This is an optimization exercise on Yosys and OpenROAD, whose aim is small area, a short achievable clock period and few clock cycles per item, not a production implementation.
Function was checked by simulation only, so behaviour that the tests miss may differ from the original.

Setup of job 8078:
## sha1_cumulative_part_digest
module sha1_cumulative_part_digest (
    input  wire logic        i_clk,
    input  wire logic        i_rst_n,
    input  wire logic        psel,
    input  wire logic        penable,
    input  wire logic        pwrite,
    input  wire logic [2:0]  paddr,
    input  wire logic [31:0] pwdata,
    output logic [31:0]      prdata,
    output logic             pready,
    input  wire logic        i_push,
    output logic             o_full,
    input  wire logic [63:0] i_data_word,
    input  wire logic [3:0]  i_bytes_valid,
    input  wire logic        i_last_of_file,
    output logic             o_empty,
    input  wire logic        i_pop,
    output logic [31:0]      o_hash_a,
    output logic [31:0]      o_hash_b,
    output logic [31:0]      o_hash_c,
    output logic [31:0]      o_hash_d,
    output logic [31:0]      o_hash_e,
    output logic [31:0]      o_part_number,
    output logic [60:0]      o_end_offset,
    output logic             o_is_final,
    output logic             o_status
);
    logic [26:0] r_psize;
    logic        r_a2;
    assign pready = 1'b1;
    assign prdata = r_a2 ? 32'd0 : {5'd0, r_psize};
    always_ff @(posedge i_clk) begin
        r_a2 <= paddr[2];    
        if (!i_rst_n) begin
            r_psize <= scpd_pkg::PART_SIZE_RESET;
        end else if (psel && penable && pwrite && !paddr[2]) begin
            r_psize <= pwdata[26:0];
        end
    end
    logic [5:0]  r_c;
    logic [1:0]  r_phn;              
    logic        r_fch, r_fmaj;      
    logic        r_run;
    logic        r_c38, r_c39, r_c40, r_c41;   
    logic [31:0] w [16];
    logic [31:0] r_a, r_b, r_cc, r_d;
    logic [31:0] r_ekw, r_ekw1;      
    logic [31:0] h [5];
    logic        r_f;                
    logic        r_run_res, r_run_fin;
    logic [2:0]  r_wj;               
    logic        r_wfull;            
    logic        r_blk_res, r_blk_fin;
    logic        r_gact, r_gmark;    
    logic [60:0] r_total;            
    logic [31:0] r_pcount;           
    logic        r_cfin, r_cstat;    
    logic        r_held, r_oshown;   
    logic [26:0] r_bcnt;             
    logic [3:0]  r_dn;               
    logic [2:0]  r_dpb;              
    logic        r_dinc;             
  ...
Size: ~1100 flip-flops, about 400 I/O pins.
==> flow/config.mk <==
export PLATFORM = sky130hd
export DESIGN_NAME = sha1_cumulative_part_digest
export DESIGN_NICKNAME = sha1_cumulative_part_digest
export VERILOG_FILES = /design/flow/design.v
export SDC_FILE = /design/flow/constraint.sdc
export NUM_CORES = 4
export LEC_CHECK = 0
export ABC_AREA = 1
export CAP_MARGIN = 20
export CORE_MARGIN = 2
export CORE_UTILIZATION = 40
export PLACE_DENSITY = 0.6
export SLEW_MARGIN = 20
==> flow/constraint.sdc <==
create_clock -name core_clock -period 10.0 [get_ports {i_clk}]
set_input_delay 2.0000 -clock core_clock [delete_from_list [all_inputs] [get_ports {i_clk}]]
set_output_delay 2.0000 -clock core_clock [all_outputs]
set_load 0.01 [all_outputs]
standard.sh (not shown) runs the stock make flow with config.mk's settings and CLKGATE_MAP_FILE= SYNTH_SCRIPT=/design/flow/synth_recipe.tcl, a recipe that flattens the netlist after the stock synthesis.
==> flow/flow/run.sh <==
#!/bin/bash
# Layout: the standard flow (standard.sh) with changes to how cells are
# picked and how hard timing is repaired: synthesis leaves adders to ABC instead
# of mapping them onto the library's full- and half-adder cells (ADDER_MAP_FILE
# empty; registers are untouched), the port buffers are buf_1, the smallest
# buffer, clock tree synthesis uses clkbuf_4 and adds no dummy loads, and the
# setup repair aims at 6 ns of slack. make's output goes to flow_standard.log;
# each ORFS step keeps its own log under orfs/logs.
set -uo pipefail
export ADDER_MAP_FILE=
export BUFFER_PORTS_ARGS="-buffer_cell sky130_fd_sc_hd__buf_1"
export CTS_ARGS="-sink_clustering_enable -repair_clock_nets -dont_use_dummy_load -buf_list {sky130_fd_sc_hd__clkbuf_4}"
bash standard.sh SETUP_SLACK_MARGIN=6 finish > flow_standard.log 2>&1
Job 8078 did not stop at any stage, and its layout met the timing, DRC and antenna checks.
Testbench counts of job 8078, summed over its fixed seeds: cycles 32,966, bytes 47,624.
--- input diff job 8078..job 8725 ---
Settings: an added TNS_END_PERCENT of 5.
Notes after the runs:
- Comparing job 8078 against job 8725, there is no change at all in post-placement cell area.
- Job 8078 → job 8725: count of buffers not belonging to the clock network in the layout now smaller, final-layout worst hold slack now sits lower, met1 track utilization from global routing saw little to no change.
- Sort job 8078 and job 8725 by global-route met2 utilization, ascending, and job 8725 comes first.
- Delta (job 8725 minus job 8078): final non-filler cell area decreased by 3.4% relative to the old numbers, area added between synthesis and finish went down.
> inputs changed (job 8725 -> job 8239)
Settings: a deleted TNS_END_PERCENT that had been 5; a change of CORE_UTILIZATION from 40 to 55; a change of PLACE_DENSITY from 0.6 to 0.72.
### Flow results
Job 8725 → job 8239: global routing met3 resource utilization moved up, source-to-sink clock delay at the later pin of the worst-skew pair moved down.
Number of vias per cell after detailed routing was lower in job 8725 than in job 8239.
Relative to job 8725, job 8239 degrades headroom to the max-slew limit.
Compared with job 8725, in job 8239 non-clock buffer count increased by 52 relative to the old numbers; fmax decreased by 2.6% relative to the old numbers.
Here is what was changed in the inputs of job 7964 compared with job 8239.
Settings: PLACE_DENSITY now 0.6, was 0.72; CORE_UTILIZATION now 40, was 55.
==> flow/flow/run.sh <==
#!/bin/bash
# Layout: the standard flow (standard.sh) with changes to how cells are
# picked and how hard timing is repaired: synthesis leaves adders to ABC instead
# of mapping them onto the library's full- and half-adder cells (ADDER_MAP_FILE
# empty; registers are untouched), the port buffers are buf_1, the smallest
# buffer, clock tree synthesis uses clkbuf_8 and clkbuf_16 and adds no dummy loads, and the
# setup repair aims at 7 ns of slack. make's output goes to flow_standard.log;
# each ORFS step keeps its own log under orfs/logs.
set -uo pipefail
export ADDER_MAP_FILE=
export BUFFER_PORTS_ARGS="-buffer_cell sky130_fd_sc_hd__buf_1"
export CTS_ARGS="-sink_clustering_enable -repair_clock_nets -dont_use_dummy_load -buf_list {sky130_fd_sc_hd__clkbuf_8 sky130_fd_sc_hd__clkbuf_16}"
bash standard.sh SETUP_SLACK_MARGIN=7 finish > flow_standard.log 2>&1
==> run notes <==
XOR/XNOR share of the synthesized area: job 7964 vs job 8239 identical. Diff job 8239 -> job 7964 | routed wirelength normalized by instance count | up by a few percent. [job 7964] worst setup slack rose 0.27 ns relative to job 8239. Between job 7964 and job 8239, global-route usage is lower for job 7964, job 8239 comes in above that.
The inputs of job 101 differ from those of job 7964 as listed below.
==> flow/flow/run.sh <==
#!/bin/bash
# Layout: the standard flow (standard.sh) with changes to how cells are
# picked and how hard timing is repaired: synthesis leaves adders to ABC instead
# of mapping them onto the library's full- and half-adder cells (ADDER_MAP_FILE
# empty; registers are untouched), the port buffers are buf_1, the smallest
# buffer, clock tree synthesis uses clkbuf_4 and adds no dummy loads, and the
# setup repair aims at 5 ns of slack. make's output goes to flow_standard.log;
# each ORFS step keeps its own log under orfs/logs.
set -uo pipefail
export ADDER_MAP_FILE=
export BUFFER_PORTS_ARGS="-buffer_cell sky130_fd_sc_hd__buf_1"
export CTS_ARGS="-sink_clustering_enable -repair_clock_nets -dont_use_dummy_load -buf_list {sky130_fd_sc_hd__clkbuf_4}"
bash standard.sh SETUP_SLACK_MARGIN=5 finish > flow_standard.log 2>&1
Notes after the runs:
- Job 101 vs job 7964 on total setup buffers inserted after CTS: job 101 is the lower one.
- Job 7964 has a lower final period utilization than job 101.
- Across both runs, final period demand of the worst path was higher for job 101 than for job 7964.
- Against job 7964, job 101 reports a total routing resource utilization after global routing that is lower.

## afterwards: timing with drivers on the ports
No port has a modelled driver above. Below, the same layouts with a new extraction and two added sets of constraints.
Step 1, drivers: a clkbuf_16 drives i_clk and a buf_2 each remaining input, both assumed.
Step 2 moves the port delays by t, midway between the first and last clock arrival at a register: inputs arrive t later, outputs are due t later. That takes back most of the time a late clock gives input paths.
Slacks: ideal / step 1 / step 2; pairs: ideal / step 1.
run	t, ns	slack for setup (ns)	clock arrival spread, ns	slew at the worst register clock pin (ns)
job 8078	1.257	5.984 / 5.913 / 4.885	0.145 / 0.146	0.07 / 0.07
job 8725	1.261	5.855 / 5.871 / 4.627	0.158 / 0.158	0.07 / 0.07
job 8239	1.207	5.745 / 5.745 / 5.027	0.127 / 0.127	0.07 / 0.07
job 7964	0.800	6.019 / 6.019 / 5.733	0.096 / 0.097	0.06 / 0.06
job 101	1.248	5.187 / 5.187 / 4.633	0.151 / 0.151	0.07 / 0.07
After both steps every run listed still meets setup and hold. For job 8725, which loses most, drivers alone change the setup slack by +0.016 ns; drivers and shift together by -1.228 ns.
